This design comes from an exercise in tuning for small area, a short achievable clock period and few clock cycles per item on the open sky130 flow, not from production work.
The RTL was checked by simulation tests, not by an equivalence proof against the original design.

==> design.v <==
package simonCipherPkg;
	typedef logic [32-1:0] simonWord;
	typedef logic [2*32-1:0] simonBlock;
	typedef logic [4*32-1:0] simonKey;
	typedef logic [5:0] roundIdx;
endpackage
package simonPacketPkg;
	typedef logic [18*8-1:0] pktBytes;
	typedef logic [7:0] infoByte;
	typedef logic [7:0] pktCount;
	typedef enum logic [1:0]
	{
		sIdle,
		sLatch,
		sCheck,
		sIssue
	} pktInState;
endpackage
`timescale 1ns/10ps
module simonKeySchedule
#(
	parameter int RPC = 4
)
(
	input logic [127:0] ks,
	input logic [RPC-1:0] z,
	output logic [32*(RPC+4)-1:0] keys
);
assign keys[127:0] = ks;
for (genvar j = 0; j < RPC; j++)
begin : gKey
	simonKeyRound keyRound
	(
		.k0(keys[32*j +: 32]),
		.k1(keys[32*(j+1) +: 32]),
		.k3(keys[32*(j+3) +: 32]),
		.z(z[j]),
		.k4(keys[32*(j+4) +: 32])
	);
end
endmodule
module simonKeyRound
(
	input logic [31:0] k0,
	input logic [31:0] k1,
	input logic [31:0] k3,
	input logic z,
	output logic [31:0] k4
);
logic [31:0] t;
assign t = {k3[2:0], k3[31:3]} ^ k1;
assign k4 = k0 ^ t ^ {t[0], t[31:1]} ^ {31'h7FFF_FFFE, z};
endmodule
`timescale 1ns/10ps
module simonRoundCore
#(
	parameter int RPC = 4
)
(
	input logic [63:0] blkIn,
	input logic [32*RPC-1:0] keys,
	output logic [63:0] blkOut
);
logic [31:0] x [RPC+2];	 
assign x[0] = blkIn[31:0];
assign x[1] = blkIn[63:32];
for (genvar j = 0; j < RPC; j++)
begin : gRound
	simonRound round
	(
		.x(x[j+1]),
		.y(x[j]),
		.k(keys[32*j +: 32]),
		.xOut(x[j+2])
	);
end
assign blkOut = {x[RPC+1], x[RPC]};
endmodule
module simonRound
(
	input logic [31:0] x,
	input logic [31:0] y,
	input logic [31:0] k,
	output logic [31:0] xOut
);
assign xOut = y ^ ({x[30:0], x[31]} & {x[23:0], x[31:24]}) ^ {x[29:0], x[31:30]} ^ k;
endmodule
`timescale 1ns/10ps
module simonCipherTop
(
	input logic clk,
	input logic rstN,
	input logic pktReq,
	input logic [143:0] pktIn,
	output logic pktLoad,
	output logic pktDone,
	output logic pktError,
	output logic outValid,
	output logic [143:0] outPkt
);
localparam int RPC = 4;		 
localparam int STEPS = 44 / RPC;	 
localparam logic [63:0] z3Seq = {2'b00, 62'b11110000101100111001010001001000000111101001100011010111011011};
function automatic logic [31:0] rol(input logic [31:0] w, input int s);
	rol = (w << s) | (w >> (32 - s));
endfunction
function automatic logic [31:0] ror(input logic [31:0] w, input int s);
	ror = (w >> s) | (w << (32 - s));
endfunction
logic reqDly;
logic pend;		 
logic okR;		 
logic keyR;
logic twoR;
logic [7:0] expCount;
logic goKey;		 
logic goS;		 
logic go;		 
logic gP;		 
logic gRefill;		 
logic sFull;
logic half;		 
logic [1:0] sAge;
logic [63:0] slot;
logic [7:0] sCnt;
logic run;
logic [3:0] step;
logic two;		 
logic p2;		 
logic ov;
logic [127:0] master;
logic [127:0] ks;		 
logic [63:0] lane1, lane2;
logic [7:0] cnt1, cnt2, cnt2d;
logic [63:0] out2;
logic [63:0] outBlk;
logic [7:0] outCnt;
logic reqRise;
logic lastStep;
logic idle;
logic freeNext;
logic pData;
logic pKey;
logic goNext;
logic take;
logic [RPC-1:0] zStep;
logic [32*(RPC+4)-1:0] keys;
logic [63:0] res1, res2;
assign reqRise = pktReq && !reqDly;
assign lastStep = run && (step == STEPS - 1);
assign idle = !go && !goS && !goKey;
assign freeNext = !go && (!run || lastStep || (step == STEPS - 2));
assign pData = pend && okR && !keyR;
assign pKey = pend && okR && keyR;
assign goNext = idle && freeNext && sFull && (pData || pKey || (sAge == 2'd3));
assign take = (go && gP) || (goS && !twoR) || goKey || (pend && !okR);
always_ff @(posedge clk, negedge rstN)
begin
	if (!rstN)
	begin
		reqDly <= 1'b0;
		pend <= 1'b0;
		okR <= 1'b0;
		keyR <= 1'b0;
		twoR <= 1'b0;
		expCount <= '0;
		goKey <= 1'b0;
		goS <= 1'b0;
		go <= 1'b0;
		gP <= 1'b0;
		gRefill <= 1'b0;
		sFull <= 1'b0;
		half <= 1'b0;
		sAge <= '0;
		pktLoad <= 1'b0;
		pktDone <= 1'b0;
		pktError <= 1'b0;
		run <= 1'b0;
		step <= '0;
		two <= 1'b0;
		p2 <= 1'b0;
		ov <= 1'b0;
	end
	else
	begin
		reqDly <= pktReq;
		okR <= (pktIn[135:128] == expCount) && (pktIn[139:136] == 4'h3) && !pktIn[140];
		keyR <= pktIn[141];
		twoR <= pktIn[143];
		if (reqRise)
			pend <= 1'b1;
		else if (take)
			pend <= 1'b0;
		goKey <= idle && pKey && !sFull;
		goS <= idle && pData && !sFull;
		go <= goNext;
		gP <= pData;
		gRefill <= pData && twoR && !half;
		if (goS || (go && gRefill))
			sFull <= 1'b1;
		else if (go)
			sFull <= 1'b0;
		if (goS && twoR)
			half <= 1'b1;
		else if (go && gP)
			half <= 1'b0;
		if (goS || (go && gRefill))
			sAge <= '0;
		else if (sAge != 2'd3)
			sAge <= sAge + 1'b1;
		pktLoad <= take;
		if (take)
			pktDone <= 1'b0;
		else if (pktLoad)
			pktDone <= 1'b1;
		if (pend && !okR)
			pktError <= 1'b1;
		if (take)
			expCount <= expCount + 1'b1;
		if (go)
		begin
			run <= 1'b1;
			step <= '0;
			two <= gP;
		end
		else if (run)
		begin
			step <= step + 1'b1;
			if (lastStep)
				run <= 1'b0;
		end
		p2 <= lastStep && two;
		ov <= lastStep || p2;
	end
end
assign zStep = z3Seq[RPC*step +: RPC];
simonKeySchedule #(.RPC(RPC)) keySchedule
(
	.ks(ks),
	.z(zStep),
	.keys(keys)
);
simonRoundCore #(.RPC(RPC)) core1
(
	.blkIn(lane1),
	.keys(keys[32*RPC-1:0]),
	.blkOut(res1)
);
simonRoundCore #(.RPC(RPC)) core2
(
	.blkIn(lane2),
	.keys(keys[32*RPC-1:0]),
	.blkOut(res2)
);
always_ff @(posedge clk)
begin
	if (goKey)
		master <= pktIn[127:0];
	if (goS)
	begin
		slot <= pktIn[63:0];
		sCnt <= pktIn[135:128];
	end
	else if (go && gRefill)
	begin
		slot <= pktIn[127:64];
		sCnt <= pktIn[135:128];
	end
	if (go)
	begin
		ks <= master;
		lane1 <= slot;
		lane2 <= half ? pktIn[127:64] : pktIn[63:0];
		cnt1 <= sCnt;
		cnt2 <= pktIn[135:128];
	end
	else
	begin
		ks <= keys[32*RPC +: 128];
		lane1 <= res1;
		lane2 <= res2;
	end
	cnt2d <= cnt2;
	out2 <= res2;
	outBlk <= p2 ? out2 : res1;
	outCnt <= p2 ? cnt2d : cnt1;
end
assign outValid = ov;
assign outPkt = {8'h13, outCnt, 64'h0, outBlk};
endmodule
==> run.sh <==
#!/bin/bash
# synth_recipe.tcl (not shown) runs the flow's synth.tcl, then flattens the netlist and writes it again
# the make line also repeats each setting of config.mk as NAME=value (left out here)
make -C /OpenROAD-flow-scripts/flow DESIGN_CONFIG=/design/flow/config.mk WORK_HOME=/design/flow/orfs CLKGATE_MAP_FILE= SYNTH_SCRIPT=/design/flow/synth_recipe.tcl finish
==> config.mk <==
export PLATFORM = sky130hd
export DESIGN_NAME = simonCipherTop
export DESIGN_NICKNAME = simonCipherTop
export VERILOG_FILES = /design/flow/design.v
export SDC_FILE = /design/flow/constraint.sdc
export NUM_CORES = 8
export LEC_CHECK = 0
export CAP_MARGIN = 60
export CORE_MARGIN = 2
export CORE_UTILIZATION = 55
export PLACE_DENSITY = 0.7
export SLEW_MARGIN = 60
==> constraint.sdc <==
create_clock -name core_clock -period 10.0 [get_ports {clk}]
set_input_delay 2.0000 -clock core_clock [delete_from_list [all_inputs] [get_ports {clk}]]
set_output_delay 2.0000 -clock core_clock [all_outputs]
set_load 0.01 [all_outputs]
==> reports/results.tsv, run 1 <==
stage	metric	value	unit
clock_network	postCtsResizedCells	0	
logic_synthesis	synth_top_cell_by_area	dfxtp_1	
routing	detail-route-antenna-nets	0	
logic_synthesis	synth_edf_count	216	
placed_design	pre_cts_slack	6.00	ns
cells_and_area	fin_nets	3520	
sta	rsz0062_at_grt	no	
floorplanning	fp-row-count	97	
clock_network	h-tree-depth	3	
logic_synthesis	synthCells	3255	
placed_design	io_buffers	221	
job	maxCapViolations	0	
clock_network	clock-sinks	649	
routing	drt_iter0_markers	2576	
sta	finalSetupTns	0	ns
clock_network	clockBufferDepth	3	
worst_setup_path	cp-start-kind	flop	
floorplanning	die_w	269	µm
clock_network	cts_tree	yes	
logic_synthesis	ys_dominant_reg_cell	dfxtp_1	
clock_network	root_buffer	clkbuf_16	
sta	max_slew_margin	57.2	%
logic_synthesis	synth-async-reset-ratio	5.08	%
clock_network	post_cts_buffers	0	
cells_and_area	multiInputGateArea	22500	µm²
grt	antenna_found_initial	3	
cells_and_area	n_fill_cell	5412	
worst_setup_path	worstPathArrival	4.65	ns
worst_setup_path	endpoint_kind	flop	
floorplanning	core	69700	µm²
placed_design	post-place-cells	4233	
logic_synthesis	avgSynthCellArea	11.8	µm²
worst_setup_path	required	10.50	ns
routing	wl	136	mm
grt	grt_max_degree	98	
cells_and_area	seq_area	15300	µm²
sta	drv_slew	0	
min_path	hold_class	flop to flop	
logic_synthesis	synthTopCellsByArea	dfxtp_1, edfxtp_1, xnor2_1	
routing	dr.pass1.iters	5	
logic_synthesis	netlist_area	38600	µm²
grt	grt-ovfl-total	0	
placed_design	place_area	41600	µm²
clock_network	hold_buffers	0	
worst_setup_path	crit_type	flop to flop	
cells_and_area	layout.cells.non_filler	4362	
floorplanning	ios	295	
cells_and_area	layout-drive-gt1-share	15.8	%
floorplanning	die_h	269	µm
sta	whs	0.338	ns
sta	period_minus_slack	4.15	ns
routing	vias	25400	
clock_network	cts_buffers	69	
clock_network	insertion_delay	0.64	ns
logic_synthesis	yosysUniqueCellTypes	53	
grt	grt_pass1_vias	25500	
logic_synthesis	netlist.area_leader.share	20.8	%
cells_and_area	fin_util	63.7	%
cells_and_area	fin_area	44400	µm²
sta	clock-skew-final	0.0232	ns
cells_and_area	mostFrequentLayoutCell	xnor2_1	
cells_and_area	final_cell_mix	xnor2_1, dfxtp_1, nand2_1	
logic_synthesis	yosysWarnings	4	
sta	setup_viol	0	
grt	grt_use_total	37.7	%
grt	grt_pass1_wl	188	mm
logic_synthesis	ys_seq_area_share	39.7	%
sta	tightest_slew	0.637	ns
cells_and_area	n_antenna_cell	0	
logic_synthesis	ys_ff_latch	649	
cells_and_area	area_delta_synth_final	15.1	%
sta	finalHoldViolCount	0	
floorplanning	start_util	55.4	%
placed_design	place_congestion	1.03	
placed_design	dp_hpwl	110	mm
sta	finalCritPeriodShare	41.5	%
clock_network	path_clk_slew	0.06	ns
sta	timing.final.ws_setup	5.85	ns
floorplanning	die_area	72200	µm²
routing	drc	0	
routing	wl_per_cell	31.2	µm
routing	via_per_inst	5.81	
status	status	finished clean	
worst_setup_path	worstPathMaxFanout	5	
sta	max_freq	241	MHz
worst paths after layout:
kind	startpoint	cells after the start	endpoint	slack, ns
setup / recovery	lane1[62]	8	outBlk[43]	5.85
hold / removal	cnt2[5]	0	cnt2d[5]	0.34
setup reg to reg	lane1[62]	8	outBlk[43]	5.85
hold reg to reg	cnt2[5]	0	cnt2d[5]	0.34
max in group asynchronous	rstN	2	half	7.88
min in group asynchronous	rstN	2	pktLoad	1.78
Yosys cell counts, types with 2 or more instances:
cell type,number
xor3_2,9
xor2_1,257
o21ai_1,15
a21boi_0,28
a211oi_1,32
a21o_1,2
nand2_1,327
a21boi_1,4
buf_2,59
mux2_2,226
clkbuf_1,90
or3_1,34
conb_1,2
buf_6,3
buf_1,4
xor3_1,82
clkbuf_2,40
xnor3_2,16
xnor2_1,565
inv_1,70
o21ai_0,156
mux4_2,2
nor2b_1,33
buf_4,82
nor3_1,32
dfxtp_1,400
nor2_1,36
nand3_1,4
xnor3_1,184
xnor2_2,17
ha_1,7
nand4_1,37
nand2b_1,4
mux2i_1,3
dfrtp_1,33
xnor2_4,5
xor2_2,4
nor4_1,35
a21oi_1,56
or2_1,32
edfxtp_1,216
worst max-delay path, cell delays in order, from the launching register on:
cell and delay, ns:
dfxtp_1 0.69, nand2_1 0.16, xnor3_1 0.61, xnor2_1 0.57, xor2_2 0.28, nor3_2 0.50
or2_1 0.36, xor3_1 0.54, mux2_2 0.30
flip-flops by register name (all words and copies together) (netlist names), 2 cells and up:
| signal | count |
|---|---|
| out2 | 64 |
| cnt1 | 8 |
| cnt2d | 8 |
| lane1 | 64 |
| cnt2 | 8 |
| outBlk | 64 |
| ks | 128 |
| lane2 | 64 |
| expCount | 8 |
| slot | 64 |
| sCnt | 8 |
| master | 128 |
| sAge | 2 |
| outCnt | 8 |
| step | 4 |
layout make-up:
| class | count | area share, % |
|---|---|---|
| inverters | 71 | 0.617 |
| flip-flops and latches | 649 | 34.6 |
| well taps | 940 | 2.65 |
| clock buffers | 88 | 4.28 |
| multi-input cells | 2327 | 50.7 |
| repair buffers | 248 | 5.92 |
| clock inverters | 39 | 1.28 |
logic make-up after synthesis:
family | share of synthesized area (%)
DFF | 39.7
other | 0.0195
muxes | 6.83
buffers and inverters | 4.57
and+or+nand+nor | 6.90
adders and majority gates | 0.227
xor gates and xnor gates | 37.4
AOI/OAI and AO/OA | 4.36
metal layers:
metal / up-vias / wire length [µm] / global-route usage, %
met5: - / 13 / 0
met1: 12900 / 55700 / 49.9
li1: 11000 / - / -
met3: 246 / 11100 / 7.68
met4: 2 / 5720 / 15.2
met2: 1169 / 63800 / 60.7
Testbench counts, summed over its fixed seeds: cycles 3,340, blocks 583.
==> inputs of run 2 (changes only) <==
--- a/design.v
+++ b/design.v
@@ -27,29 +27,50 @@
 	output logic [32*(RPC+4)-1:0] keys
 );
 assign keys[127:0] = ks;
+logic [31:0] v [1:RPC+2];
+logic [31:0] e [RPC];
+for (genvar m = 1; m <= RPC + 2; m++)
+begin : gV
+	simonXor32 xorV
+	(
+		.a(keys[32*m +: 32]),
+		.b({keys[32*m], keys[32*m+1 +: 31]}),
+		.y(v[m])
+	);
+end
 for (genvar j = 0; j < RPC; j++)
 begin : gKey
-	simonKeyRound keyRound
+	simonKeyFinal keyEarly
 	(
+		.u(v[j+1]),
 		.k0(keys[32*j +: 32]),
-		.k1(keys[32*(j+1) +: 32]),
-		.k3(keys[32*(j+3) +: 32]),
 		.z(z[j]),
-		.k4(keys[32*(j+4) +: 32])
+		.k4(e[j])
+	);
+	simonXor32 xorK
+	(
+		.a({v[j+3][2:0], v[j+3][31:3]}),
+		.b(e[j]),
+		.y(keys[32*(j+4) +: 32])
 	);
 end
 endmodule
-module simonKeyRound
+module simonKeyFinal
 (
+	input logic [31:0] u,
 	input logic [31:0] k0,
-	input logic [31:0] k1,
-	input logic [31:0] k3,
 	input logic z,
 	output logic [31:0] k4
 );
-logic [31:0] t;
-assign t = {k3[2:0], k3[31:3]} ^ k1;
-assign k4 = k0 ^ t ^ {t[0], t[31:1]} ^ {31'h7FFF_FFFE, z};
+assign k4 = u ^ k0 ^ {30'h3FFF_FFFF, 1'b0, z};
+endmodule
+module simonXor32
+(
+	input logic [31:0] a,
+	input logic [31:0] b,
+	output logic [31:0] y
+);
+assign y = a ^ b;
 endmodule
 `timescale 1ns/10ps
 module simonRoundCore
@@ -83,7 +104,36 @@
 	input logic [31:0] k,
 	output logic [31:0] xOut
 );
-assign xOut = y ^ ({x[30:0], x[31]} & {x[23:0], x[31:24]}) ^ {x[29:0], x[31:30]} ^ k;
+logic [31:0] yk;
+logic [31:0] t;
+simonXor32 xorYK
+(
+	.a(y),
+	.b(k),
+	.y(yk)
+);
+simonXor32 xorT
+(
+	.a(yk),
+	.b({x[29:0], x[31:30]}),
+	.y(t)
+);
+simonAndXor32 andXor
+(
+	.a({x[30:0], x[31]}),
+	.b({x[23:0], x[31:24]}),
+	.c(t),
+	.y(xOut)
+);
+endmodule
+module simonAndXor32
+(
+	input logic [31:0] a,
+	input logic [31:0] b,
+	input logic [31:0] c,
+	output logic [31:0] y
+);
+assign y = (a & b) ^ c;
 endmodule
 `timescale 1ns/10ps
 module simonCipherTop
@@ -143,7 +193,7 @@
 logic pKey;
 logic goNext;
 logic take;
-logic [RPC-1:0] zStep;
+logic [RPC-1:0] zStep;	 
 logic [32*(RPC+4)-1:0] keys;
 logic [63:0] res1, res2;
 assign reqRise = pktReq && !reqDly;
@@ -233,7 +283,6 @@
 		ov <= lastStep || p2;
 	end
 end
-assign zStep = z3Seq[RPC*step +: RPC];
 simonKeySchedule #(.RPC(RPC)) keySchedule
 (
 	.ks(ks),
@@ -254,6 +303,10 @@
 );
 always_ff @(posedge clk)
 begin
+	if (go)
+		zStep <= z3Seq[RPC-1:0];
+	else
+		zStep <= z3Seq[RPC*(step+1) +: RPC];
 	if (goKey)
 		master <= pktIn[127:0];
 	if (goS)
--- a/config.mk
+++ b/config.mk
@@ -5,8 +5,10 @@
 export SDC_FILE = /design/flow/constraint.sdc
 export NUM_CORES = 8
 export LEC_CHECK = 0
-export CAP_MARGIN = 60
+export CAP_MARGIN = 20
 export CORE_MARGIN = 2
 export CORE_UTILIZATION = 55
 export PLACE_DENSITY = 0.7
-export SLEW_MARGIN = 60
+export SLEW_MARGIN = 70
+export SYNTH_HIERARCHICAL = 1
+export SYNTH_MINIMUM_KEEP_SIZE = 0
==> run 2 against run 1 <==
Compared with the run above: first-iteration DRC count shrank 23%; still clean; cell count shrank 4.4%; highest routed layer unchanged; via count shrank 12%; non-clock buffer count grew 134; clock-buffer cell count grew 8.
==> reports/results.tsv, run 2 <==
stage	metric	value	unit	change
floorplanning	fp-row-count	91		-6.2%
grt	grt_pass1_wl	157	mm	-16%
sta	drv_slew	0		unchanged
routing	drt_iter0_markers	1984		-23%
sta	rsz0062_at_grt	no		
floorplanning	start_util	55.8	%	+0.46 points
worst_setup_path	worstPathArrival	4.26	ns	-0.39 ns
placed_design	pre_cts_slack	6.32	ns	+0.323 ns
sta	tightest_slew	0.499	ns	-0.138 ns
clock_network	clock-sinks	653		+0.62%
logic_synthesis	yosysWarnings	13		+9
placed_design	post-place-cells	4041		-4.5%
floorplanning	die_area	64800	µm²	-10%
floorplanning	core	61800	µm²	-11%
placed_design	place_congestion	0.946		-8.6%
cells_and_area	fin_util	69.1	%	+5.3 points
cells_and_area	multiInputGateArea	20200	µm²	-10%
sta	finalCritPeriodShare	37.5	%	-4.0 points
logic_synthesis	avgSynthCellArea	11.4	µm²	-3.5%
sta	finalHoldViolCount	0		unchanged
logic_synthesis	synth-async-reset-ratio	5.05	%	-0.031 points
worst_setup_path	required	10.51	ns	about the same
cells_and_area	biggestRegsByFlops	ks: 128 flops, master: 128 flops		
clock_network	cts_tree	yes		
sta	period_minus_slack	3.75	ns	-0.398 ns
routing	detail-route-antenna-nets	0		unchanged
clock_network	root_buffer	clkbuf_16		
cells_and_area	fin_nets	3431		-2.5%
logic_synthesis	netlist.area_leader.share	23.4	%	+2.7 points
logic_synthesis	netlist_area	34500	µm²	-11%
clock_network	post_cts_buffers	0		unchanged
logic_synthesis	synthTopCellsByCount	xor2_1, dfxtp_1, xnor2_1		
routing	drc	0		unchanged
grt	grt_pass1_vias	22800		-11%
status	status	finished clean		
cells_and_area	fin_area	42700	µm²	-3.8%
sta	setup_viol	0		unchanged
logic_synthesis	synthTopCellsByArea	dfxtp_1, xor2_1, edfxtp_1		
cells_and_area	mostFrequentLayoutCell	xor2_1		
grt	grt_max_degree	56		-43%
routing	wl_per_cell	26.3	µm	-16%
sta	clock-skew-final	0.0241	ns	+0.000949 ns
cells_and_area	layout.cells.non_filler	4170		-4.4%
logic_synthesis	synthCells	3018		-7.3%
grt	antenna_found_initial	2		-1
routing	wl_met2	52.3	mm	-18%
clock_network	path_clk_slew	0.06	ns	about the same
cells_and_area	layout-drive-gt1-share	28.4	%	+13 points
floorplanning	ios	295		unchanged
sta	max_slew_margin	66.6	%	+9.4 points
cells_and_area	final_cell_mix	xor2_1, dfxtp_1, mux2_2		
cells_and_area	seq_area	15400	µm²	+0.55%
routing	wl_met3	7.30	mm	-34%
clock_network	insertion_delay	0.64	ns	about the same
logic_synthesis	ys_seq_area_share	44.6	%	+4.9 points
worst_setup_path	crit_type	flop to flop		
routing	vias	22400		-12%
routing	via_per_inst	5.37		-7.7%
grt	grt_use_total	34.0	%	-3.6 points
placed_design	place_area	39800	µm²	-4.4%
worst_setup_path	worstPathMaxFanout	5		unchanged
routing	wl_met1	46.6	mm	-16%
worst_setup_path	endpoint_kind	flop		
routing	dr.pass1.iters	5		unchanged
routing	wl	110	mm	-19%
clock_network	hold_buffers	0		unchanged
sta	finalSetupTns	0	ns	unchanged
sta	timing.final.ws_setup	6.25	ns	+0.398 ns
logic_synthesis	yosysUniqueCellTypes	42		-21%
grt	grt-ovfl-total	0		unchanged
cells_and_area	n_fill_cell	4611		-15%
clock_network	cts_buffers	70		+1.4%
logic_synthesis	synth_top_cell_by_area	dfxtp_1		
sta	max_freq	266	MHz	+11%
sta	whs	0.334	ns	-0.00395 ns
min_path	hold_class	flop to flop		
floorplanning	die_w	254	µm	-5.3%
placed_design	io_buffers	221		unchanged
clock_network	postCtsResizedCells	0		unchanged
floorplanning	die_h	254	µm	-5.3%
clock_network	h-tree-depth	3		unchanged
job	maxCapViolations	0		unchanged
clock_network	clockBufferDepth	3		unchanged
logic_synthesis	synth_edf_count	216		unchanged
placed_design	dp_hpwl	86.6	mm	-21%
cells_and_area	area_delta_synth_final	23.7	%	
logic_synthesis	yosysMostFrequentCell	xor2_1		
logic_synthesis	ys_dominant_reg_cell	dfxtp_1		
routing	top_layer	met5		
worst_setup_path	cp-start-kind	flop		
logic_synthesis	ys_ff_latch	653		+0.62%
-- run 2: cell types whose count changed after synthesis, moves of 42 or more --
cell / delta
inv_1: -64
mux2_2: +102
mux2i_1: +63
xor2_1: +585
nand2_1: -62
xor3_1: -78
xnor2_1: -176
o21ai_0: -150
clkbuf_1: -77
xnor3_1: -184
buf_4: +120
nor2_1: +42
-- run 2: cell type report --
| cell class | count | area share, % |
|---|---|---|
| Antenna cell | 1 | 0.00586 |
| Clock buffer | 96 | 4.60 |
| Clock inverter | 31 | 0.920 |
| Inverter | 6 | 0.0528 |
| Multi-Input combinational cell | 2164 | 47.3 |
| Sequential cell | 653 | 36.1 |
| Tap cell | 837 | 2.45 |
| Timing Repair Buffer | 382 | 8.53 |
-- run 2: cell families (layout without fill, tap and decap cells) --
kind of cell | count (synthesis) | in the layout | synth area share, %
mux | 395 | 395 | 12.7
compound gates | 84 | 84 | 1.29
buf+inv | 271 | 515 | 5.34
simple gates | 371 | 371 | 4.28
other cells | 2 | 73 | 0.0218
fa+ha+maj | 7 | 7 | 0.254
flops | 653 | 653 | 44.6
xor+xnor | 1235 | 1235 | 31.5
-- run 2: modules after synthesis, one instance, submodules excluded, excerpt --
module / cell area, µm² / cells inside / copies in the design / flip-flops and latches
simonCipherTop: 21900 / 1418 / 1 / 653
simonAndXor32: 400 / 64 / 8 / 0
simonKeyFinal: 295 / 32 / 4 / 0
simonXor32: 280 / 32 / 26 / 0
-- run 2: path summary, 6_finish.rpt --
| check | startpoint | end | slack (ns) | depth (start not counted) |
|---|---|---|---|---|
| worst max-delay path | ks[47] | ks[100] | 6.25 | 10 |
| worst min-delay path | cnt2[4] | cnt2d[4] | 0.33 | 0 |
| worst max register to register | ks[47] | ks[100] | 6.25 | 10 |
| worst min register to register | cnt2[4] | cnt2d[4] | 0.33 | 0 |
| max in group asynchronous | rstN | half | 8.00 | 2 |
| min in group asynchronous | rstN | pktDone | 1.73 | 2 |
-- run 2: worst max-delay path, stage by stage, from the launching register on --
cell	delay [ns]
dfxtp_1	0.61
xor2_1	0.15
xnor2_1	0.27
xor2_2	0.28
xor2_1	0.46
xor2_1	0.42
xor2_1	0.27
xor2_2	0.38
xor2_1	0.38
xor2_1	0.12
mux2_2	0.28
-- run 2: layer usage --
layer | track usage (%) | up-vias
met2 | 55.3 | 884
li1 | - | 9978
met3 | 4.80 | 203
met1 | 47.0 | 11300
met5 | 0 | -
met4 | 11.3 | 4
Testbench counts of run 2, summed over its fixed seeds: cycles 3,340, blocks 583.
==> inputs of run 3 (changes only) <==
--- a/design.v
+++ b/design.v
@@ -148,62 +148,64 @@
 	output logic outValid,
 	output logic [143:0] outPkt
 );
-localparam int RPC = 4;		 
+localparam int K = 4;			 
+localparam int RPC = 4;			 
 localparam int STEPS = 44 / RPC;	 
+localparam int NW = 3;			 
 localparam logic [63:0] z3Seq = {2'b00, 62'b11110000101100111001010001001000000111101001100011010111011011};
-function automatic logic [31:0] rol(input logic [31:0] w, input int s);
-	rol = (w << s) | (w >> (32 - s));
-endfunction
-function automatic logic [31:0] ror(input logic [31:0] w, input int s);
-	ror = (w >> s) | (w << (32 - s));
-endfunction
 logic reqDly;
 logic pend;		 
 logic okR;		 
 logic keyR;
 logic twoR;
 logic [7:0] expCount;
-logic goKey;		 
-logic goS;		 
-logic go;		 
-logic gP;		 
-logic gRefill;		 
-logic sFull;
+logic [NW-1:0] n;
 logic half;		 
-logic [1:0] sAge;
-logic [63:0] slot;
-logic [7:0] sCnt;
+logic [1:0] sAge;	 
+logic [63:0] slot [K];
+logic [7:0] sCnt [K];
+logic go;		 
 logic run;
 logic [3:0] step;
-logic two;		 
-logic p2;		 
-logic ov;
+logic [NW-1:0] nb;	 
 logic [127:0] master;
-logic [127:0] ks;		 
-logic [63:0] lane1, lane2;
-logic [7:0] cnt1, cnt2, cnt2d;
-logic [63:0] out2;
-logic [63:0] outBlk;
-logic [7:0] outCnt;
+logic [127:0] ks;	 
+logic [63:0] lane [K];
+logic [7:0] lCnt [K];
+logic [NW-1:0] oRem;	 
+logic ov;
+logic [63:0] outQ [K];
+logic [7:0] oCnt [K];
 logic reqRise;
 logic lastStep;
-logic idle;
 logic freeNext;
 logic pData;
 logic pKey;
+logic takeS;
+logic splitS;		 
+logic dbl;		 
+logic [NW-1:0] nAfter;
+logic halfAfter;
 logic goNext;
+logic takeKey;
 logic take;
 logic [RPC-1:0] zStep;	 
 logic [32*(RPC+4)-1:0] keys;
-logic [63:0] res1, res2;
+logic [63:0] res [K];
 assign reqRise = pktReq && !reqDly;
 assign lastStep = run && (step == STEPS - 1);
-assign idle = !go && !goS && !goKey;
 assign freeNext = !go && (!run || lastStep || (step == STEPS - 2));
 assign pData = pend && okR && !keyR;
 assign pKey = pend && okR && keyR;
-assign goNext = idle && freeNext && sFull && (pData || pKey || (sAge == 2'd3));
-assign take = (go && gP) || (goS && !twoR) || goKey || (pend && !okR);
+assign takeS = pData && !go && (n != K);
+assign splitS = twoR && !half && (n == K - 1);
+assign dbl = twoR && !half && (n != K - 1);
+assign nAfter = !takeS ? n : dbl ? n + 2'd2 : n + 1'b1;
+assign halfAfter = takeS ? splitS : half;
+assign goNext = !go && freeNext && (nAfter != 0) &&
+	((nAfter == K) || halfAfter || pKey || (!takeS && (sAge == 2'd3)));
+assign takeKey = pKey && (n == 0) && !go;
+assign take = (takeS && !splitS) || takeKey || (pend && !okR);
 always_ff @(posedge clk, negedge rstN)
 begin
 	if (!rstN)
@@ -214,22 +216,18 @@
 		keyR <= 1'b0;
 		twoR <= 1'b0;
 		expCount <= '0;
-		goKey <= 1'b0;
-		goS <= 1'b0;
-		go <= 1'b0;
-		gP <= 1'b0;
-		gRefill <= 1'b0;
-		sFull <= 1'b0;
+		n <= '0;
 		half <= 1'b0;
 		sAge <= '0;
-		pktLoad <= 1'b0;
-		pktDone <= 1'b0;
-		pktError <= 1'b0;
+		go <= 1'b0;
 		run <= 1'b0;
 		step <= '0;
-		two <= 1'b0;
-		p2 <= 1'b0;
+		nb <= '0;
+		oRem <= '0;
 		ov <= 1'b0;
+		pktLoad <= 1'b0;
+		pktDone <= 1'b0;
+		pktError <= 1'b0;
 	end
 	else
 	begin
@@ -241,23 +239,6 @@
 			pend <= 1'b1;
 		else if (take)
 			pend <= 1'b0;
-		goKey <= idle && pKey && !sFull;
-		goS <= idle && pData && !sFull;
-		go <= goNext;
-		gP <= pData;
-		gRefill <= pData && twoR && !half;
-		if (goS || (go && gRefill))
-			sFull <= 1'b1;
-		else if (go)
-			sFull <= 1'b0;
-		if (goS && twoR)
-			half <= 1'b1;
-		else if (go && gP)
-			half <= 1'b0;
-		if (goS || (go && gRefill))
-			sAge <= '0;
-		else if (sAge != 2'd3)
-			sAge <= sAge + 1'b1;
 		pktLoad <= take;
 		if (take)
 			pktDone <= 1'b0;
@@ -267,11 +248,21 @@
 			pktError <= 1'b1;
 		if (take)
 			expCount <= expCount + 1'b1;
+		go <= goNext;
+		if (go)
+			n <= '0;
+		else
+			n <= nAfter;
+		half <= halfAfter;
+		if (takeS)
+			sAge <= '0;
+		else if (sAge != 2'd3)
+			sAge <= sAge + 1'b1;
 		if (go)
 		begin
 			run <= 1'b1;
 			step <= '0;
-			two <= gP;
+			nb <= n;
 		end
 		else if (run)
 		begin
@@ -279,8 +270,11 @@
 			if (lastStep)
 				run <= 1'b0;
 		end
-		p2 <= lastStep && two;
-		ov <= lastStep || p2;
+		if (lastStep)
+			oRem <= nb;
+		else if (oRem != 0)
+			oRem <= oRem - 1'b1;
+		ov <= lastStep || (oRem > 1);
 	end
 end
 simonKeySchedule #(.RPC(RPC)) keySchedule
@@ -289,55 +283,58 @@
 	.z(zStep),
 	.keys(keys)
 );
-simonRoundCore #(.RPC(RPC)) core1
-(
-	.blkIn(lane1),
-	.keys(keys[32*RPC-1:0]),
-	.blkOut(res1)
-);
-simonRoundCore #(.RPC(RPC)) core2
-(
-	.blkIn(lane2),
-	.keys(keys[32*RPC-1:0]),
-	.blkOut(res2)
-);
+for (genvar i = 0; i < K; i++)
+begin : gLane
+	simonRoundCore #(.RPC(RPC)) core
+	(
+		.blkIn(lane[i]),
+		.keys(keys[32*RPC-1:0]),
+		.blkOut(res[i])
+	);
+	always_ff @(posedge clk)
+	begin
+		if (takeS && (n == i))
+		begin
+			slot[i] <= half ? pktIn[127:64] : pktIn[63:0];
+			sCnt[i] <= pktIn[135:128];
+		end
+		else if (takeS && dbl && (n + 1'b1 == i))
+		begin
+			slot[i] <= pktIn[127:64];
+			sCnt[i] <= pktIn[135:128];
+		end
+		if (go)
+		begin
+			lane[i] <= slot[i];
+			lCnt[i] <= sCnt[i];
+		end
+		else
+			lane[i] <= res[i];
+		if (lastStep || (i == K - 1))
+		begin
+			outQ[i] <= res[i];
+			oCnt[i] <= lCnt[i];
+		end
+		else
+		begin
+			outQ[i] <= outQ[(i + 1) % K];
+			oCnt[i] <= oCnt[(i + 1) % K];
+		end
+	end
+end
 always_ff @(posedge clk)
 begin
 	if (go)
 		zStep <= z3Seq[RPC-1:0];
 	else
 		zStep <= z3Seq[RPC*(step+1) +: RPC];
-	if (goKey)
+	if (takeKey)
 		master <= pktIn[127:0];
-	if (goS)
-	begin
-		slot <= pktIn[63:0];
-		sCnt <= pktIn[135:128];
-	end
-	else if (go && gRefill)
-	begin
-		slot <= pktIn[127:64];
-		sCnt <= pktIn[135:128];
-	end
 	if (go)
-	begin
 		ks <= master;
-		lane1 <= slot;
-		lane2 <= half ? pktIn[127:64] : pktIn[63:0];
-		cnt1 <= sCnt;
-		cnt2 <= pktIn[135:128];
-	end
 	else
-	begin
 		ks <= keys[32*RPC +: 128];
-		lane1 <= res1;
-		lane2 <= res2;
-	end
-	cnt2d <= cnt2;
-	out2 <= res2;
-	outBlk <= p2 ? out2 : res1;
-	outCnt <= p2 ? cnt2d : cnt1;
 end
 assign outValid = ov;
-assign outPkt = {8'h13, outCnt, 64'h0, outBlk};
+assign outPkt = {8'h13, oCnt[0], 64'h0, outQ[0]};
 endmodule
==> run 3 against run 2 <==
Compared with the run above: still clean on timing, DRC and antenna; critical path depth grew 3; first-iteration DRC count grew to 2.6 times the previous value; cell area grew 75%; sequential share of layout area grew 1.5 points; cell count grew 70%; clock-buffer cell count grew 77; core utilization shrank 0.40 points; area after synthesis grew 74%; die area grew 73%; critical path type unchanged; largest cell class unchanged; highest routed layer unchanged.
==> reports/results.tsv, run 3 <==
stage	metric	value	unit	change
floorplanning	die_w	335	µm	+32%
logic_synthesis	netlist_area	60200	µm²	+74%
cells_and_area	seq_area	28100	µm²	+82%
worst_setup_path	worstPathCellList	xor2_1 > xor2_1 > xnor2_2 > buf_2 > nand2_1 > xnor2_2 > buf_4 > xor2_1 > xnor2_1 > buf_4 > xor2_1 > xnor2_1 > mux2_2		
placed_design	io_buffers	221		unchanged
routing	vias	40800		+82%
routing	detail-route-antenna-nets	0		unchanged
worst_setup_path	crit_end	lane[2][58]		
worst_setup_path	crit_path_start	ks[21]		
logic_synthesis	synth-compound-area-share	0.385	%	-0.91 points
sta	max_slew_margin	64.9	%	-1.7 points
sta	rsz0062_at_grt	no		
worst_setup_path	r2r_cells	13		+3
sta	drv_slew	0		unchanged
worst_setup_path	rr_endpoint	lane[2][58]		
worst_setup_path	r2r_slack	6.07	ns	-0.18 ns
worst_setup_path	worst_path_largest_cell_delay	0.56	ns	-0.05 ns
cells_and_area	multiInputGateArea	34900	µm²	+73%
clock_network	cts_buffers	116		+66%
sta	max_freq	254	MHz	-4.5%
worst_setup_path	endpoint_kind	flop		
cells_and_area	final_cell_mix	xor2_1, mux2_2, nand2_1		
floorplanning	die_h	335	µm	+32%
logic_synthesis	synth_edf_count	448		+110%
routing	wl_per_cell	33.6	µm	+27%
logic_synthesis	yosysMostFrequentCell	xor2_1		
logic_synthesis	ys_seq_area_share	46.3	%	+1.7 points
logic_synthesis	yosysUniqueCellTypes	48		+14%
clock_network	path_clk_slew	0.07	ns	about the same
worst_setup_path	crit_type	flop to flop		
cells_and_area	fin_nets	5720		+67%
placed_design	dp_hpwl	186	mm	+120%
grt	grt-ovfl-total	0		unchanged
worst_setup_path	worstPathMaxFanout	5		unchanged
floorplanning	core	109000	µm²	+76%
floorplanning	start_util	55.4	%	-0.44 points
sta	finalSetupTns	0	ns	unchanged
sta	period_minus_slack	3.93	ns	+0.178 ns
cells_and_area	fin_area	74600	µm²	+75%
placed_design	place_congestion	1.03		+9.2%
sta	finalCritPeriodShare	39.3	%	+1.8 points
clock_network	root_buffer	clkbuf_16		
worst_setup_path	worstPathArrival	4.53	ns	+0.27 ns
logic_synthesis	yosysWarnings	26		+13
routing	drt_iter0_markers	5090		+160%
worst_setup_path	required	10.60	ns	+0.09 ns
worst_setup_path	cp-start-kind	flop		
sta	tightest_slew	0.522	ns	+0.0234 ns
logic_synthesis	avgSynthCellArea	12.1	µm²	+5.6%
logic_synthesis	synth_fa_ha_area_share	0.353	%	+0.10 points
cells_and_area	layout-drive-gt1-share	38.0	%	+9.6 points
routing	via_per_inst	5.77		+7.5%
logic_synthesis	synth_top_family_by_area	XOR/XNOR gates		
logic_synthesis	synth_top_cell_by_area	dfxtp_1		
logic_synthesis	netlist.area_leader.share	22.5	%	-0.95 points
worst_setup_path	cpMostUsedCell	xor2_1		
cells_and_area	area_delta_synth_final	24.0	%	
grt	grt_pass1_wl	321	mm	+100%
status	status	finished clean		
floorplanning	die_area	112000	µm²	+73%
grt	grt_use_total	42.0	%	+7.9 points
placed_design	place_area	70100	µm²	+76%
sta	clock-skew-final	0.0493	ns	+0.0252 ns
clock_network	postCtsResizedCells	0		unchanged
worst_setup_path	crit-reg2reg-launch	ks[21]		
logic_synthesis	synth-async-reset-ratio	3.02	%	-2.0 points
cells_and_area	mostFrequentLayoutCell	xor2_1		
sta	setup_viol	0		unchanged
grt	grt_pass1_vias	39500		+74%
grt	grt_max_degree	52		-7.1%
clock_network	h-tree-depth	3		unchanged
min_path	hold_class	flop to flop		
job	maxCapViolations	0		unchanged
logic_synthesis	synthCells	4986		+65%
routing	drc	0		unchanged
worst_setup_path	crit_slowest_cell	dfxtp_1		
routing	dr.pass1.iters	7		+2
logic_synthesis	ys_ff_latch	1159		+77%
logic_synthesis	synth_simple_gate_area_share	3.95	%	-0.33 points
cells_and_area	biggestRegsByFlops	lane: 256 flops, outQ: 256 flops, slot: 256 flops		
clock_network	hold_buffers	0		unchanged
clock_network	clock-sinks	1159		+77%
clock_network	insertion_delay	0.75	ns	+0.11 ns
grt	antenna_found_initial	14		+12
logic_synthesis	synthXorXnorAreaFrac	29.3	%	-2.2 points
logic_synthesis	synthTopCellsByArea	dfxtp_1, edfxtp_1, xor2_1		
logic_synthesis	muxShareOfSynthArea	16.2	%	+3.5 points
floorplanning	fp-row-count	121		+33%
logic_synthesis	synthTopCellsByCount	xor2_1, mux2_2, dfxtp_1		
logic_synthesis	ys_dominant_reg_cell	dfxtp_1		
clock_network	post_cts_buffers	0		unchanged
floorplanning	ios	295		unchanged
sta	finalHoldViolCount	0		unchanged
routing	wl	238	mm	+120%
clock_network	clockBufferDepth	3		unchanged
clock_network	cts_tree	yes		
cells_and_area	n_fill_cell	8051		+75%
## run 3: cell types whose count changed in the layout (fill, tap and decap cells not counted), sizes merged, moves of 55 or more
| cell | change |
|---|---|
| mux2 | +532 |
| clkbuf | +77 |
| xnor2 | +258 |
| nor2 | -55 |
| xor2 | +512 |
| nand2 | +268 |
| mux2i | -62 |
| edfxtp | +232 |
| buf | +294 |
| dfxtp | +272 |
| a21oi | -60 |
## run 3: cell type report
type                       instances  share of cell area, %
clock buffer                     173                   4.69
multi-input combinational       3588                   46.7
antenna                            3                 0.0101
sequential                      1159                   37.6
tap                             1414                   2.37
clock inverter                    49                  0.721
inverter                           8                 0.0402
timing repair buffer             683                   7.83
## run 3: critical path: cells and delay by family, from the launching register on
family	cells	cell delay, ns
XOR/XNOR	8	2.05
multiplexers	1	0.27
AND/OR/NAND/NOR	1	0.17
buffers and inverters	3	0.72
flip-flops	1	0.56
## run 3: how the worst min path moves through the flow
stage	from	end	depth (start not counted)
2_1_floorplan	lCnt[3][0]	oCnt[3][0]	0
3_3_place_gp	lCnt[3][7]	oCnt[3][7]	0
3_5_place_dp	lCnt[3][2]	oCnt[3][2]	0
4_1_cts	lCnt[3][2]	oCnt[3][2]	0
5_1_grt	lCnt[3][5]	oCnt[3][5]	0
6_report	lCnt[3][2]	oCnt[3][2]	0
## run 3: Yosys stat by module (local to each module, per instance), excerpt
module / copies in the design / area [µm²] / cells inside
simonCipherTop: 1 / 39900 / 2362
simonAndXor32: 16 / 400 / 64
simonKeyFinal: 4 / 295 / 32
simonXor32: 42 / 280 / 32
## run 3: cell families (layout without fill, tap and decap cells)
| kind of cell | after synthesis | count (layout) |
|---|---|---|
| flops | 1159 | 1159 |
| simple gates | 595 | 595 |
| xor+xnor | 2005 | 2005 |
| mux | 865 | 865 |
| buf+inv | 309 | 913 |
| other cells | 2 | 75 |
| compound gates | 34 | 34 |
| fa+ha+maj | 17 | 17 |
## run 3: layer usage
metal  global-route usage, %  wire length [µm]  share of wire (%)  up-vias
met5                       0               161              0.068        -
met4                    22.4             15500                6.5       24
met3                    8.35             22600                9.5      567
met2                    62.8            103000                 43     2362
met1                    57.5             96400                 41    20600
li1                        -                 -                  -    17300
## run 3: per-stage QoR
| stage | util (%) | std cells | worst slack (ns) | hold slack (ns) |
|---|---|---|---|---|
| 5_1_grt | 68.7 | 7074 | 6.06 | 0.352 |
| 4_1_cts | 68.2 | 7070 | 6.14 | 0.345 |
| 3_5_place_dp | 64.5 | 6848 | 6.24 | 0.328 |
| 6_report | 68.7 | 7077 | 6.07 | 0.343 |
| 2_1_floorplan | - | 5056 | 3.25 | 0.323 |
| 3_3_place_gp | 58.6 | 6534 | 5.16 | 0.323 |
Testbench counts of run 3, summed over its fixed seeds: cycles 1,776, blocks 583.
==> inputs of run 4 (changes only) <==
--- a/design.v
+++ b/design.v
@@ -148,10 +148,10 @@
 	output logic outValid,
 	output logic [143:0] outPkt
 );
-localparam int K = 4;			 
+localparam int K = 3;			 
 localparam int RPC = 4;			 
 localparam int STEPS = 44 / RPC;	 
-localparam int NW = 3;			 
+localparam int NW = 2;			 
 localparam logic [63:0] z3Seq = {2'b00, 62'b11110000101100111001010001001000000111101001100011010111011011};
 logic reqDly;
 logic pend;		 
==> run 4 against run 3 <==
Compared with the run above: sequential share of layout area rose by 0.78 points; die area fell by 19%; critical path depth fell by 3; largest cell class unchanged; hold slack barely moved; first-iteration DRC count fell by 28%; critical endpoint is now ks[110]; synthesized cell count fell by 20%; cell area fell by 21%; still clean on timing, DRC and antenna; flip-flop and latch count fell by 219.
==> reports/results.tsv, run 4 <==
stage	metric	value	unit	change
status	status	finished clean		
sta	period_minus_slack	3.75	ns	-0.180 ns
worst_setup_path	rr_endpoint	ks[110]		
routing	vias	31500		-23%
sta	clock-skew-final	0.0286	ns	-0.0207 ns
worst_setup_path	worstPathMaxFanout	6		+1
worst_setup_path	endpoint_kind	flop		
clock_network	insertion_delay	0.72	ns	-0.03 ns
routing	wl_per_cell	29.3	µm	-13%
sta	finalCritPeriodShare	37.5	%	-1.8 points
logic_synthesis	synthTopCellsByCount	xor2_1, mux2_2, dfxtp_1		
grt	grt-ovfl-total	0		unchanged
logic_synthesis	ys_seq_area_share	46.7	%	+0.43 points
grt	grt_pass1_vias	30700		-22%
logic_synthesis	yosysMostFrequentCell	xor2_1		
worst_setup_path	required	10.59	ns	about the same
worst_setup_path	r2r_cells	10		-3
job	maxCapViolations	0		unchanged
routing	drt_iter0_markers	3642		-28%
worst_setup_path	r2r_slack	6.25	ns	+0.18 ns
clock_network	postCtsResizedCells	0		unchanged
floorplanning	start_util	55.7	%	+0.37 points
sta	max_freq	267	MHz	+4.8%
min_path	min_path_cells	0		unchanged
clock_network	post_cts_buffers	0		unchanged
grt	grt_pass1_wl	230	mm	-28%
floorplanning	die_area	90600	µm²	-19%
logic_synthesis	synth_top_cell_by_area	edfxtp_1		
sta	drv_slew	0		unchanged
worst_setup_path	worst_path_largest_cell_delay	0.60	ns	+0.04 ns
clock_network	path_clk_slew	0.06	ns	about the same
sta	setup_viol	0		unchanged
worst_setup_path	crit_slowest_cell	dfxtp_1		
logic_synthesis	netlist.area_leader.share	22.8	%	+0.30 points
clock_network	clockBufferDepth	3		unchanged
cells_and_area	layout-drive-gt1-share	35.0	%	-3.0 points
worst_setup_path	worstPathArrival	4.34	ns	-0.19 ns
logic_synthesis	synth-async-reset-ratio	3.40	%	+0.38 points
worst_setup_path	crit-reg2reg-launch	ks[57]		
placed_design	io_buffers	221		unchanged
floorplanning	die_w	301	µm	-10%
cells_and_area	fin_nets	4572		-20%
grt	grt_use_total	36.3	%	-5.6 points
worst_setup_path	cp-start-kind	flop		
clock_network	hold_buffers	0		unchanged
logic_synthesis	synth_edf_count	368		-18%
grt	grt_max_degree	50		-3.8%
cells_and_area	area_delta_synth_final	22.3	%	
worst_setup_path	crit_type	flop to flop		
routing	dr.pass1.iters	6		-1
clock_network	clock-sinks	940		-19%
min_path	worstHoldStart	lCnt[2][0]		
cells_and_area	biggestRegsByFlops	lane: 192 flops, outQ: 192 flops, slot: 192 flops		
logic_synthesis	netlist_area	48500	µm²	-19%
floorplanning	core	87000	µm²	-20%
logic_synthesis	synthCells	4004		-20%
sta	finalSetupTns	0	ns	unchanged
sta	rsz0062_at_grt	no		
clock_network	cts_tree	yes		
cells_and_area	fin_util	68.2	%	-0.50 points
logic_synthesis	yosysWarnings	26		unchanged
cells_and_area	mostFrequentLayoutCell	xor2_1		
worst_setup_path	worstPathCellList	xor2_1 > xnor2_1 > xor2_2 > xor2_2 > xor2_2 > xor2_1 > xor2_2 > xor2_1 > xor2_1 > mux2_2		
routing	detail-route-antenna-nets	0		unchanged
floorplanning	fp-row-count	108		-11%
floorplanning	ios	295		unchanged
logic_synthesis	ys_dominant_reg_cell	dfxtp_1		
placed_design	place_congestion	1.00		-3.3%
min_path	hold_class	flop to flop		
routing	wl	166	mm	-30%
clock_network	h-tree-depth	3		unchanged
grt	antenna_found_initial	2		-12
min_path	hold_end	oCnt[2][0]		
placed_design	dp_hpwl	129	mm	-31%
cells_and_area	final_cell_mix	xor2_1, mux2_2, dfxtp_1		
sta	finalHoldViolCount	0		unchanged
logic_synthesis	synthTopCellsByArea	edfxtp_1, dfxtp_1, xor2_1		
clock_network	root_buffer	clkbuf_16		
routing	drc	0		unchanged
logic_synthesis	yosysUniqueCellTypes	44		-8.3%
floorplanning	die_h	301	µm	-10%
clock_network	cts_buffers	97		-16%
routing	via_per_inst	5.56		-3.6%
logic_synthesis	ys_ff_latch	940		-19%
logic_synthesis	avgSynthCellArea	12.1	µm²	+0.35%
-- run 4: metrics by stage --
stage	area (µm²)	std cells	worst slack, ns	hold slack (ns)
final	59300	5654	6.25	0.342
after global routing	59300	5651	6.14	0.348
after CTS	58800	5647	6.16	0.346
after detailed placement	55700	5463	6.25	0.331
after global placement	51000	5238	5.46	0.324
after floorplan	48800	4074	4.90	0.323
-- run 4: critical path, delay by kind of cell (launching register included) --
kind	cells	cell delay (ns)
muxes	1	0.28
xor gates and xnor gates	9	2.73
DFF	1	0.60
-- run 4: logic make-up (layout without fill, tap and decap cells) --
| family | count (synthesis) | count (layout) | synth area share, % |
|---|---|---|---|
| XOR/XNOR | 1620 | 1620 | 29.4 |
| buffers and inverters | 286 | 708 | 4.03 |
| AND/OR/NAND/NOR | 448 | 448 | 3.71 |
| AO/OA/AOI/OAI | 32 | 32 | 0.418 |
| flip-flops | 940 | 940 | 46.7 |
| other | 2 | 75 | 0.0155 |
| adder cells (fa/ha/maj) | 14 | 14 | 0.361 |
| multiplexers | 662 | 662 | 15.4 |
-- run 4: final cells by class --
type | instances | area, µm²
Inverter | 10 | 42.5
Multi-Input combinational cell | 2848 | 27500
Antenna cell | 3 | 7.51
Tap cell | 1155 | 1450
Clock buffer | 139 | 2780
Sequential cell | 940 | 22800
Timing Repair Buffer | 514 | 4380
Fill cell | 6535 | 27700
Clock inverter | 45 | 388
-- run 4: per-module statistics from Yosys, one instance, submodules excluded, a selection --
| module | cells | flops+latches | cell area (µm²) | times used |
|---|---|---|---|---|
| simonCipherTop | 1892 | 940 | 32000 | 1 |
| simonAndXor32 | 64 | 0 | 400 | 12 |
| simonKeyFinal | 32 | 0 | 295 | 4 |
| simonXor32 | 32 | 0 | 280 | 34 |
-- run 4: worst max-delay path by stage --
stage,from,to
2_1_floorplan,go,sCnt[0][0]
3_3_place_gp,ks[26],outQ[0][38]
3_5_place_dp,ks[43],ks[127]
4_1_cts,ks[44],ks[127]
5_1_grt,ks[26],outQ[1][32]
6_report,ks[57],ks[110]
-- run 4: routing by layer --
layer  global-route usage, %  wire length (µm)  vias up
met5                       0                24        -
met4                    14.2              7100        4
met3                    5.04             13200      308
met2                    57.5             76700     1552
met1                    50.6             68500    15900
li1                        -                 -    13700
Testbench counts of run 4, summed over its fixed seeds: cycles 2,284, blocks 583.
==> inputs of run 5 (changes only) <==
--- a/design.v
+++ b/design.v
@@ -151,6 +151,7 @@
 localparam int K = 3;			 
 localparam int RPC = 4;			 
 localparam int STEPS = 44 / RPC;	 
+localparam int S = K - 1;		 
 localparam int NW = 2;			 
 localparam logic [63:0] z3Seq = {2'b00, 62'b11110000101100111001010001001000000111101001100011010111011011};
 logic reqDly;
@@ -162,9 +163,10 @@
 logic [NW-1:0] n;
 logic half;		 
 logic [1:0] sAge;	 
-logic [63:0] slot [K];
-logic [7:0] sCnt [K];
+logic [63:0] slot [S];
+logic [7:0] sCnt [S];
 logic go;		 
+logic gP;		 
 logic run;
 logic [3:0] step;
 logic [NW-1:0] nb;	 
@@ -186,6 +188,7 @@
 logic dbl;		 
 logic [NW-1:0] nAfter;
 logic halfAfter;
+logic pAfter;
 logic goNext;
 logic takeKey;
 logic take;
@@ -197,15 +200,16 @@
 assign freeNext = !go && (!run || lastStep || (step == STEPS - 2));
 assign pData = pend && okR && !keyR;
 assign pKey = pend && okR && keyR;
-assign takeS = pData && !go && (n != K);
-assign splitS = twoR && !half && (n == K - 1);
-assign dbl = twoR && !half && (n != K - 1);
+assign takeS = pData && !go && (n != S);
+assign splitS = twoR && !half && (n == S - 1);
+assign dbl = twoR && !half && (n != S - 1);
 assign nAfter = !takeS ? n : dbl ? n + 2'd2 : n + 1'b1;
 assign halfAfter = takeS ? splitS : half;
-assign goNext = !go && freeNext && (nAfter != 0) &&
-	((nAfter == K) || halfAfter || pKey || (!takeS && (sAge == 2'd3)));
+assign pAfter = takeS ? splitS : pData;
+assign goNext = !go && freeNext && (((nAfter == S) && pAfter) ||
+	((nAfter != 0) && (pKey || (!takeS && (sAge == 2'd3)))));
 assign takeKey = pKey && (n == 0) && !go;
-assign take = (takeS && !splitS) || takeKey || (pend && !okR);
+assign take = (takeS && !splitS) || (go && gP && (half || !twoR)) || takeKey || (pend && !okR);
 always_ff @(posedge clk, negedge rstN)
 begin
 	if (!rstN)
@@ -220,6 +224,7 @@
 		half <= 1'b0;
 		sAge <= '0;
 		go <= 1'b0;
+		gP <= 1'b0;
 		run <= 1'b0;
 		step <= '0;
 		nb <= '0;
@@ -249,11 +254,15 @@
 		if (take)
 			expCount <= expCount + 1'b1;
 		go <= goNext;
+		gP <= (nAfter == S) && pAfter;
 		if (go)
 			n <= '0;
 		else
 			n <= nAfter;
-		half <= halfAfter;
+		if (go && gP)
+			half <= !half && twoR;
+		else
+			half <= halfAfter;
 		if (takeS)
 			sAge <= '0;
 		else if (sAge != 2'd3)
@@ -262,7 +271,7 @@
 		begin
 			run <= 1'b1;
 			step <= '0;
-			nb <= n;
+			nb <= n + gP;
 		end
 		else if (run)
 		begin
@@ -291,25 +300,44 @@
 		.keys(keys[32*RPC-1:0]),
 		.blkOut(res[i])
 	);
-	always_ff @(posedge clk)
-	begin
-		if (takeS && (n == i))
-		begin
-			slot[i] <= half ? pktIn[127:64] : pktIn[63:0];
-			sCnt[i] <= pktIn[135:128];
+	if (i < S)
+	begin : gSlot
+		always_ff @(posedge clk)
+		begin
+			if (takeS && (n == i))
+			begin
+				slot[i] <= half ? pktIn[127:64] : pktIn[63:0];
+				sCnt[i] <= pktIn[135:128];
+			end
+			else if (takeS && dbl && (n + 1'b1 == i))
+			begin
+				slot[i] <= pktIn[127:64];
+				sCnt[i] <= pktIn[135:128];
+			end
+			if (go)
+			begin
+				lane[i] <= slot[i];
+				lCnt[i] <= sCnt[i];
+			end
+			else
+				lane[i] <= res[i];
 		end
-		else if (takeS && dbl && (n + 1'b1 == i))
-		begin
-			slot[i] <= pktIn[127:64];
-			sCnt[i] <= pktIn[135:128];
-		end
-		if (go)
+	end
+	else
+	begin : gLast
+		always_ff @(posedge clk)
 		begin
-			lane[i] <= slot[i];
-			lCnt[i] <= sCnt[i];
+			if (go)
+			begin
+				lane[i] <= half ? pktIn[127:64] : pktIn[63:0];
+				lCnt[i] <= pktIn[135:128];
+			end
+			else
+				lane[i] <= res[i];
 		end
-		else
-			lane[i] <= res[i];
+	end
+	always_ff @(posedge clk)
+	begin
 		if (lastStep || (i == K - 1))
 		begin
 			outQ[i] <= res[i];
==> run 5 against run 4 <==
Compared with the run above: clock skew rose by 0.0024 ns; die area is 4.6% lower; wire length down 4.2%; still clean.
==> reports/results.tsv, run 5 <==
stage	metric	value	unit	change
status	status	finished clean		
logic_synthesis	netlist.area_leader.share	23.4	%	+0.60 points
sta	tightest_slew	0.502	ns	
floorplanning	start_util	55.4	%	-0.32 points
routing	vias	31100		-1.1%
worst_setup_path	cp-start-kind	flop		
sta	drv_slew	0		unchanged
logic_synthesis	yosysMostFrequentCell	xor2_1		
routing	wl_per_cell	28.5	µm	-2.6%
sta	finalSetupTns	0	ns	unchanged
min_path	hold_class	flop to flop		
logic_synthesis	yosysUniqueCellTypes	50		+14%
clock_network	clock-sinks	869		-7.6%
sta	setup_viol	0		unchanged
sta	timing.final.ws_setup	6.22	ns	-0.0317 ns
logic_synthesis	ys_ff_latch	869		-7.6%
clock_network	cts_buffers	92		-5.2%
worst_setup_path	rr_endpoint	ks[116]		
logic_synthesis	yosysWarnings	26		unchanged
routing	drt_iter0_markers	3516		-3.5%
grt	grt_use_total	36.3	%	-0.071 points
clock_network	postCtsResizedCells	0		unchanged
grt	grt_pass1_vias	30300		-1.3%
logic_synthesis	avgSynthCellArea	11.5	µm²	-5.3%
worst_setup_path	crit-reg2reg-launch	ks[33]		
sta	clock-skew-final	0.0310	ns	+0.00239 ns
worst_setup_path	required	10.55	ns	-0.04 ns
cells_and_area	mostFrequentLayoutCell	xor2_1		
clock_network	root_buffer	clkbuf_16		
sta	max_freq	264	MHz	-0.84%
worst_setup_path	crit_type	flop to flop		
worst_setup_path	worstPathMaxFanout	6		unchanged
sta	finalHoldViolCount	0		unchanged
clock_network	h-tree-depth	3		unchanged
floorplanning	die_w	294	µm	-2.3%
floorplanning	die_area	86400	µm²	-4.6%
placed_design	place_congestion	1.01		+1.1%
cells_and_area	fin_nets	4562		-0.22%
routing	drc	0		unchanged
worst_setup_path	worstPathArrival	4.33	ns	about the same
clock_network	path_clk_slew	0.06	ns	about the same
placed_design	pre_cts_slack	6.24	ns	-0.0157 ns
worst_setup_path	r2r_slack	6.22	ns	-0.03 ns
grt	antenna_found_initial	5		+3
clock_network	cts_tree	yes		
floorplanning	fp-row-count	106		-1.9%
job	maxCapViolations	0		unchanged
sta	finalCritPeriodShare	37.8	%	+0.32 points
placed_design	dp_hpwl	124	mm	-3.6%
routing	wl	159	mm	-4.2%
routing	detail-route-antenna-nets	0		unchanged
clock_network	post_cts_buffers	0		unchanged
sta	period_minus_slack	3.78	ns	+0.0317 ns
worst_setup_path	endpoint_kind	flop		
cells_and_area	final_cell_mix	xor2_1, mux2_2, dfxtp_1		
clock_network	clockBufferDepth	3		unchanged
cells_and_area	biggestRegsByFlops	lane: 192 flops, outQ: 192 flops		
floorplanning	die_h	294	µm	-2.3%
grt	grt-ovfl-total	0		unchanged
sta	rsz0062_at_grt	no		
clock_network	insertion_delay	0.68	ns	-0.04 ns
logic_synthesis	synth_top_cell_by_area	dfxtp_1		
logic_synthesis	synth-async-reset-ratio	3.80	%	+0.39 points
logic_synthesis	synthTopCellsByCount	xor2_1, dfxtp_1, mux2_2		
cells_and_area	area_delta_synth_final	23.2	%	
logic_synthesis	ys_seq_area_share	44.4	%	-2.3 points
logic_synthesis	synthTopCellsByArea	dfxtp_1, xor2_1, edfxtp_1		
placed_design	io_buffers	221		unchanged
floorplanning	ios	295		unchanged
cells_and_area	layout-drive-gt1-share	32.6	%	-2.4 points
logic_synthesis	synth_edf_count	296		-20%
routing	via_per_inst	5.59		+0.49%
logic_synthesis	synthCells	4031		+0.67%
cells_and_area	fin_util	68.3	%	+0.12 points
logic_synthesis	netlist_area	46200	µm²	-4.7%
min_path	min_path_cells	0		unchanged
sta	max_slew_margin	66.5	%	
grt	grt_pass1_wl	221	mm	-4.0%
min_path	worstHoldStart	lCnt[2][2]		
clock_network	hold_buffers	0		unchanged
routing	dr.pass1.iters	5		-1
min_path	hold_end	oCnt[2][2]		
worst_setup_path	r2r_cells	10		unchanged
grt	grt_max_degree	43		-14%
logic_synthesis	ys_dominant_reg_cell	dfxtp_1		
floorplanning	core	83400	µm²	-4.1%
[run 5: changes by cell type in the layout (fill, tap and decap cells not counted), moves of 16 or more]
cell and change:
a21oi_1 +63, mux2_2 -94, edfxtp_1 -72, nor2_1 +67, mux2_1 -36, dfxtp_1 +16
mux2i_1 +65, buf_2 -19, dfxtp_2 -16
[run 5: worst max-delay path by stage]
stage,from,endpoint,slack (ns)
after floorplan,go,master[0],3.03
after global placement,ks[19],outQ[0][61],5.49
after detailed placement,ks[114],ks[99],6.24
after CTS,ks[114],ks[99],6.14
after global routing,ks[33],ks[116],6.15
final,ks[33],ks[116],6.22
[run 5: Yosys stat by module (local to each module, per instance), excerpt]
module | cells | cell area (µm²)
simonAndXor32 | 64 | 400
simonXor32 | 32 | 280
simonCipherTop | 1919 | 29800
simonKeyFinal | 32 | 295
[run 5: final cells by class]
cell class	instances	area, µm²
Inverter	13	48.8
Sequential cell	869	20600
Antenna cell	3	7.51
Timing Repair Buffer	497	4420
Multi-Input combinational cell	2927	27400
Clock inverter	47	520
Clock buffer	126	2600
Fill cell	6175	26500
Tap cell	1080	1350
[run 5: cell families after synthesis]
logic type      share of synthesized area (%)
xor+xnor                                 30.7
flops                                    44.4
mux                                      14.4
simple gates                             4.48
buf+inv                                  4.31
compound gates                           1.29
fa+ha+maj                               0.406
other cells                            0.0162
[run 5: routing by layer]
metal | wire, µm | vias to the layer above | global-route usage, % | part of all wire, %
met2 | 73200 | 1551 | 58.2 | 46
met3 | 14100 | 397 | 6.10 | 8.9
met1 | 63300 | 15600 | 48.6 | 40
met5 | 60 | - | 0 | 0.038
met4 | 8040 | 8 | 15.6 | 5.1
li1 | - | 13600 | - | -
[run 5: stage by stage]
stage	hold WS (ns)	instances	cell area [µm²]
after CTS	0.340	5559	56500
after global routing	0.341	5559	57000
after global placement	0.324	5166	48600
after floorplan	0.323	4101	46500
after detailed placement	0.327	5386	53400
final	0.340	5562	57000
[run 5: worst max-delay path: stages (launching register included)]
cell	delay, ns
dfxtp_1	0.59
xor2_1	0.32
xor3_1	0.43
xor2_2	0.37
xor2_2	0.36
xor2_2	0.36
xor2_1	0.26
xor2_2	0.33
xor2_1	0.27
xor2_1	0.09
mux2_2	0.27
Testbench counts of run 5, summed over its fixed seeds: cycles 2,284, blocks 583.

re-timing with driven ports:
No port has a modelled driver above. Below, the same layouts with a new extraction and two added sets of constraints.
Step 1 sets driving cells, clkbuf_16 on the clock port and buf_2 on the other inputs (assumed; they add their load-dependent delay and slew).
Step 2 times the ports against the registers' clock, not the clock port: input delays grow and output delays shrink by t, the midpoint of the rising clock arrivals with the driver on.
a / b / c = ideal ports / drivers / drivers and shift; a / b = the first two.
| run | t (ns) | setup WS [ns] | worst hold slack (ns) | worst data-port slew with drivers (ns) |
|---|---|---|---|---|
| run 1 | 0.695 | 5.849 / 5.849 / 5.849 | 0.338 / 0.338 / 0.338 | 0.06 |
| run 2 | 0.699 | 6.247 / 6.247 / 6.247 | 0.334 / 0.334 / 0.334 | 0.06 |
| run 3 | 0.798 | 6.069 / 6.069 / 6.069 | 0.343 / 0.343 / 0.343 | 0.08 |
| run 4 | 0.788 | 6.249 / 6.249 / 6.249 | 0.342 / 0.342 / 0.342 | 0.08 |
| run 5 | 0.732 | 6.217 / 6.217 / 6.217 | 0.340 / 0.340 / 0.340 | 0.07 |
After both steps every run listed still meets setup and hold.
